Context: an optimization exercise on an open-source flow, tuned for small area and a short achievable clock period. The choices shown serve that exercise and are no tape-out recipe. Only simulation tests tie the RTL to the original design; equivalence was not proved. The flow treats the clock pin as an ideal source, which a real chip does not have. Power is estimated from default activity; no workload was simulated.

==> flow/design.v (excerpt) <==
module fpu_8097_stack_ctl #(
    parameter int DEPTH = 8,
    parameter int WIDTH = 80,
    localparam int TOPW = $clog2(DEPTH)
) (
    input  logic             clk,
    input  logic             rst,
    input  logic             op_valid,
    output logic             op_ready,
    input  logic [2:0]       op_code,
    input  logic [TOPW-1:0]  op_idx,
    input  logic [WIDTH-1:0] op_wdata,
    output logic             rsp_valid,
    input  logic             rsp_ready,
    output logic [WIDTH-1:0] rsp_data,
    output logic [7:0]       rsp_fault,
    input  logic             sw_clr,
    output logic [15:0]      sw,
    output logic [TOPW-1:0]  top,
    output logic [DEPTH-1:0] tag
);
make LEC_CHECK=0 CAP_MARGIN=20 CORE_MARGIN=2 CORE_UTILIZATION=40 SETUP_SLACK_MARGIN=2.0 SLEW_MARGIN=20 finish   # period 5.0 ns
run.sh (not shown) runs the stock make flow with config.mk's settings and CLKGATE_MAP_FILE= SYNTH_SCRIPT=/design/flow/synth_recipe.tcl, a recipe that flattens the netlist after the stock synthesis.
Next try:
Settings changed: SETUP_SLACK_MARGIN 2.0 to 2.7.
Clock-buffer cell count does not change.
Register-to-register slack improved by 0.05 ns.
Worst setup slack got worse by 0.16 ns.
Hold slack improved by 0.046 ns.
Power climbs by 5.0%.
Sequential power stays flat.
Utilization climbs by 7.4 points.
Next try:
Settings changed: SETUP_SLACK_MARGIN 2.7 to default.
The changed run ran to the end with no violations.
Clock-buffer cell count decreases by 2.
Sequential share of layout area rose by 13 points.
Design area decreases by about a fifth.
Via count goes down by about a fifth.
Power goes down by a little under a tenth.
Worst setup slack is worse by 0.79 ns.

Setup of oak:
Another version of the RTL of fpu_8097_stack_ctl (not shown whole).
Size: roughly 1700 cells after synthesis, roughly 780 flip-flops, ~210 I/O pins, about 0.030 sq mm of cells after synthesis.
Settings: LEC_CHECK=0, CAP_MARGIN=20, CORE_MARGIN=2, CORE_UTILIZATION=60, SETUP_SLACK_MARGIN=2.5, SLEW_MARGIN=20, SYNTH_HIERARCHICAL=1, TNS_END_PERCENT=5; clock period 5.0 ns.
standard.sh (not shown) runs the stock make flow with config.mk's settings and CLKGATE_MAP_FILE= SYNTH_SCRIPT=/design/flow/synth_recipe.tcl, a recipe that flattens the netlist after the stock synthesis.
==> flow/flow/run.sh <==
#!/bin/bash
# Standard ORFS layout with these changes: ports buffered with plain buffers
# instead of delay cells, the buffers of timing-critical inputs sized for their
# load before CTS (flow/size_ports.tcl), the resizer allowed to change a cell's
# footprint, and a clock tree of smaller buffers without dummy loads.
set -euo pipefail
here=$(pwd)
bash standard.sh BUFFER_PORTS_ARGS="-buffer_cell sky130_fd_sc_hd__buf_2" MATCH_CELL_FOOTPRINT=0 \
  PRE_CTS_TCL="$here/flow/size_ports.tcl" \
  CTS_ARGS="-sink_clustering_enable -repair_clock_nets -buf_list sky130_fd_sc_hd__clkbuf_4 -sink_clustering_size 9 -sink_clustering_max_diameter 45 -dont_use_dummy_load" \
  finish > standard_flow.log 2>&1
==> flow/flow/size_ports.tcl <==
# Size the buffers of timing-critical input ports for the load they drive:
# repair_timing leaves the buffers that buffer_ports inserted at their first size.
estimate_parasitics -placement
foreach inst [get_cells input*] {
  set out [get_pins -of_objects $inst -filter "direction==output"]
  if {[get_property $out slack_max] > 2.5} { continue }
  set fo [llength [get_pins -of_objects [get_nets -of_objects $out] -filter "direction==input"]]
  if {$fo >= 12} {
    set cell sky130_fd_sc_hd__buf_8
  } elseif {$fo >= 6} {
    set cell sky130_fd_sc_hd__buf_6
  } elseif {$fo >= 3} {
    set cell sky130_fd_sc_hd__buf_4
  } else {
    continue
  }
  puts "size_ports: [get_full_name $inst] fanout $fo slack [get_property $out slack_max] -> $cell"
  replace_cell $inst [get_lib_cells $cell]
}
--- input diff oak..pine ---
- swapping 2.5 for 2.7 in SETUP_SLACK_MARGIN
- swapping 5 for 10 in TNS_END_PERCENT
==> flow/flow/run.sh <==
#!/bin/bash
# Standard ORFS layout with these changes: ports buffered with plain buffers (buf_1,
# outputs then buf_2)
# instead of delay cells, the buffers of timing-critical inputs sized for their
# load before CTS (flow/size_ports.tcl), the resizer allowed to change a cell's
# footprint, and a clock tree of smaller buffers without dummy loads.
set -euo pipefail
here=$(pwd)
bash standard.sh BUFFER_PORTS_ARGS="-buffer_cell sky130_fd_sc_hd__buf_1" MATCH_CELL_FOOTPRINT=0 \
  PRE_CTS_TCL="$here/flow/size_ports.tcl" \
  CTS_ARGS="-sink_clustering_enable -repair_clock_nets -buf_list sky130_fd_sc_hd__clkbuf_4 -sink_clustering_size 9 -sink_clustering_max_diameter 45 -dont_use_dummy_load" \
  finish > standard_flow.log 2>&1
--- a/flow/flow/size_ports.tcl
+++ b/flow/flow/size_ports.tcl
@@ -1,4 +1,5 @@
-# Size the buffers of timing-critical input ports for the load they drive:
-# repair_timing leaves the buffers that buffer_ports inserted at their first size.
+# Port buffers are inserted as buf_1. Size the buffers of timing-critical
+# input ports for the load they drive (repair_timing leaves the buffers that
+# buffer_ports inserted at their first size), and give every output port a buf_2.
 estimate_parasitics -placement
 foreach inst [get_cells input*] {
@@ -13,7 +14,10 @@
     set cell sky130_fd_sc_hd__buf_4
   } else {
-    continue
+    set cell sky130_fd_sc_hd__buf_2
   }
   puts "size_ports: [get_full_name $inst] fanout $fo slack [get_property $out slack_max] -> $cell"
   replace_cell $inst [get_lib_cells $cell]
 }
+foreach inst [get_cells output*] {
+  replace_cell $inst [get_lib_cells sky130_fd_sc_hd__buf_2]
+}
==> comparison <==
pine against oak: core utilization held steady; maximum frequency now sits higher; fill cell total of the finished layout increased by 0.52% relative to the old numbers; wire length on met3 now sits higher; overall track demand over capacity in global routing now sits at about the same level. The critical path depth reported for pine is smaller than that of oak by 6. oak -> pine: final sum of negative setup slack flat.
> inputs changed (pine -> birch)
- a change of CORE_UTILIZATION from 60 to 55
- a change of SETUP_SLACK_MARGIN from 2.7 to 2.6
Findings:
- Layout net count in birch vs pine: up 58
- Wire length reported by the detailed router in birch is 7.2% above pine.
- Going from pine to birch, clock-pin transition on the worst setup and hold timing paths closely matched the old numbers, final-layout clock buffer total ~0 delta, maximum frequency went down by 15 MHz, sequential power closely matched the old numbers.
- Going from pine to birch, count of non-CTS buffers in the layout picked up an extra 20%; core utilization of the finished layout now smaller; via count has increased; global routing met2 resource utilization now smaller; sequential share of layout area lower.
diff inputs: birch => maple
- swapping 10 for 5 in TNS_END_PERCENT
- swapping 2.6 for 2.5 in SETUP_SLACK_MARGIN
- swapping 55 for 40 in CORE_UTILIZATION
==> flow/flow/run.sh <==
#!/bin/bash
# Standard ORFS layout with these changes: ports buffered with plain buffers
# instead of delay cells, the buffers of timing-critical inputs sized for their
# load before CTS (flow/size_ports.tcl), the resizer allowed to change a cell's
# footprint, and a clock tree of smaller buffers without dummy loads.
set -euo pipefail
here=$(pwd)
bash standard.sh BUFFER_PORTS_ARGS="-buffer_cell sky130_fd_sc_hd__buf_2" MATCH_CELL_FOOTPRINT=0 \
  PRE_CTS_TCL="$here/flow/size_ports.tcl" \
  CTS_ARGS="-sink_clustering_enable -repair_clock_nets -buf_list sky130_fd_sc_hd__clkbuf_4 -sink_clustering_size 9 -sink_clustering_max_diameter 45 -dont_use_dummy_load" \
  finish > standard_flow.log 2>&1
==> flow/flow/size_ports.tcl <==
# Size the buffers of timing-critical input ports for the load they drive:
# repair_timing leaves the buffers that buffer_ports inserted at their first size.
estimate_parasitics -placement
foreach inst [get_cells input*] {
  set out [get_pins -of_objects $inst -filter "direction==output"]
  if {[get_property $out slack_max] > 2.5} { continue }
  set fo [llength [get_pins -of_objects [get_nets -of_objects $out] -filter "direction==input"]]
  if {$fo >= 12} {
    set cell sky130_fd_sc_hd__buf_8
  } elseif {$fo >= 6} {
    set cell sky130_fd_sc_hd__buf_6
  } elseif {$fo >= 3} {
    set cell sky130_fd_sc_hd__buf_4
  } else {
    continue
  }
  puts "size_ports: [get_full_name $inst] fanout $fo slack [get_property $out slack_max] -> $cell"
  replace_cell $inst [get_lib_cells $cell]
}
Notes after the runs:
- Looking at birch and maple, the power per cell area is a wash.
- maple vs. birch: maximum frequency fell 3.1%, number of non-clock buffers in the layout dropped about 4.6%, post-synthesis to final-layout area growth has increased.
- Looking at last element of the critical path, the rsp_data[54] result is from maple; the rsp_data[67] one comes from birch.
- Launching instance or port of the critical path = op_idx[1]: maple; launching instance or port of the critical path = op_idx[2]: birch
- Total number of cells along the worst setup path, birch and maple, higher one = birch.
- maple reports a higher routed wire length than birch does.
- Diff birch -> maple | hold slack | decrease of 69 ps
- Cell area after placement, maple vs birch: up slightly
diff inputs: maple => cedar
- SETUP_SLACK_MARGIN now 2.7, was 2.5
- TNS_END_PERCENT now 10, was 5
- CORE_UTILIZATION now 65, was 40
### Flow results
- Floorplan check, cedar vs maple: die outline smaller in cedar
- Row count delta for cedar relative to maple: 21% lower
- On cedar: delay of the slowest cell on the worst path is 130 ps higher than what maple gave.

[separate check: timing with driven ports]
The flow's constraints put no driver on any port. The routed layouts listed below were extracted and timed again, unchanged, in two steps. Step 1 assumes that a clkbuf_16 drives the clock port and a buf_2 every other input. Step 2 moves the port delays by t, midway between the first and last clock arrival at a register: inputs arrive t later, outputs are due t later. That takes back most of the time a late clock gives input paths. a / b / c = ideal ports / drivers / drivers and shift; a / b = the first two.
run	shift t [ns]	setup slack, ns	slew at the worst register clock pin (ns)	worst data-port slew with drivers (ns)
the first run of note 1	0.658	1.843 / 1.779 / 1.468	0.06 / 0.06	0.12
the second run of note 1	0.671	1.687 / 1.620 / 1.605	0.07 / 0.07	0.20
the third run of note 1	0.651	0.894 / 0.833 / 0.597	0.07 / 0.07	0.14
oak	0.906	2.377 / 2.368 / 1.462	0.10 / 0.10	0.09
pine	0.910	2.480 / 2.421 / 1.595	0.10 / 0.10	0.09
birch	0.918	2.384 / 2.385 / 1.467	0.11 / 0.11	0.11
maple	0.918	2.300 / 2.194 / 1.276	0.11 / 0.11	0.19
cedar	0.910	2.494 / 2.439 / 1.535	0.10 / 0.10	0.19
After both steps setup and hold are still met in every run listed. The setup slack of maple, which loses most, moves by -0.106 ns with the drivers and by -1.024 ns with both steps.
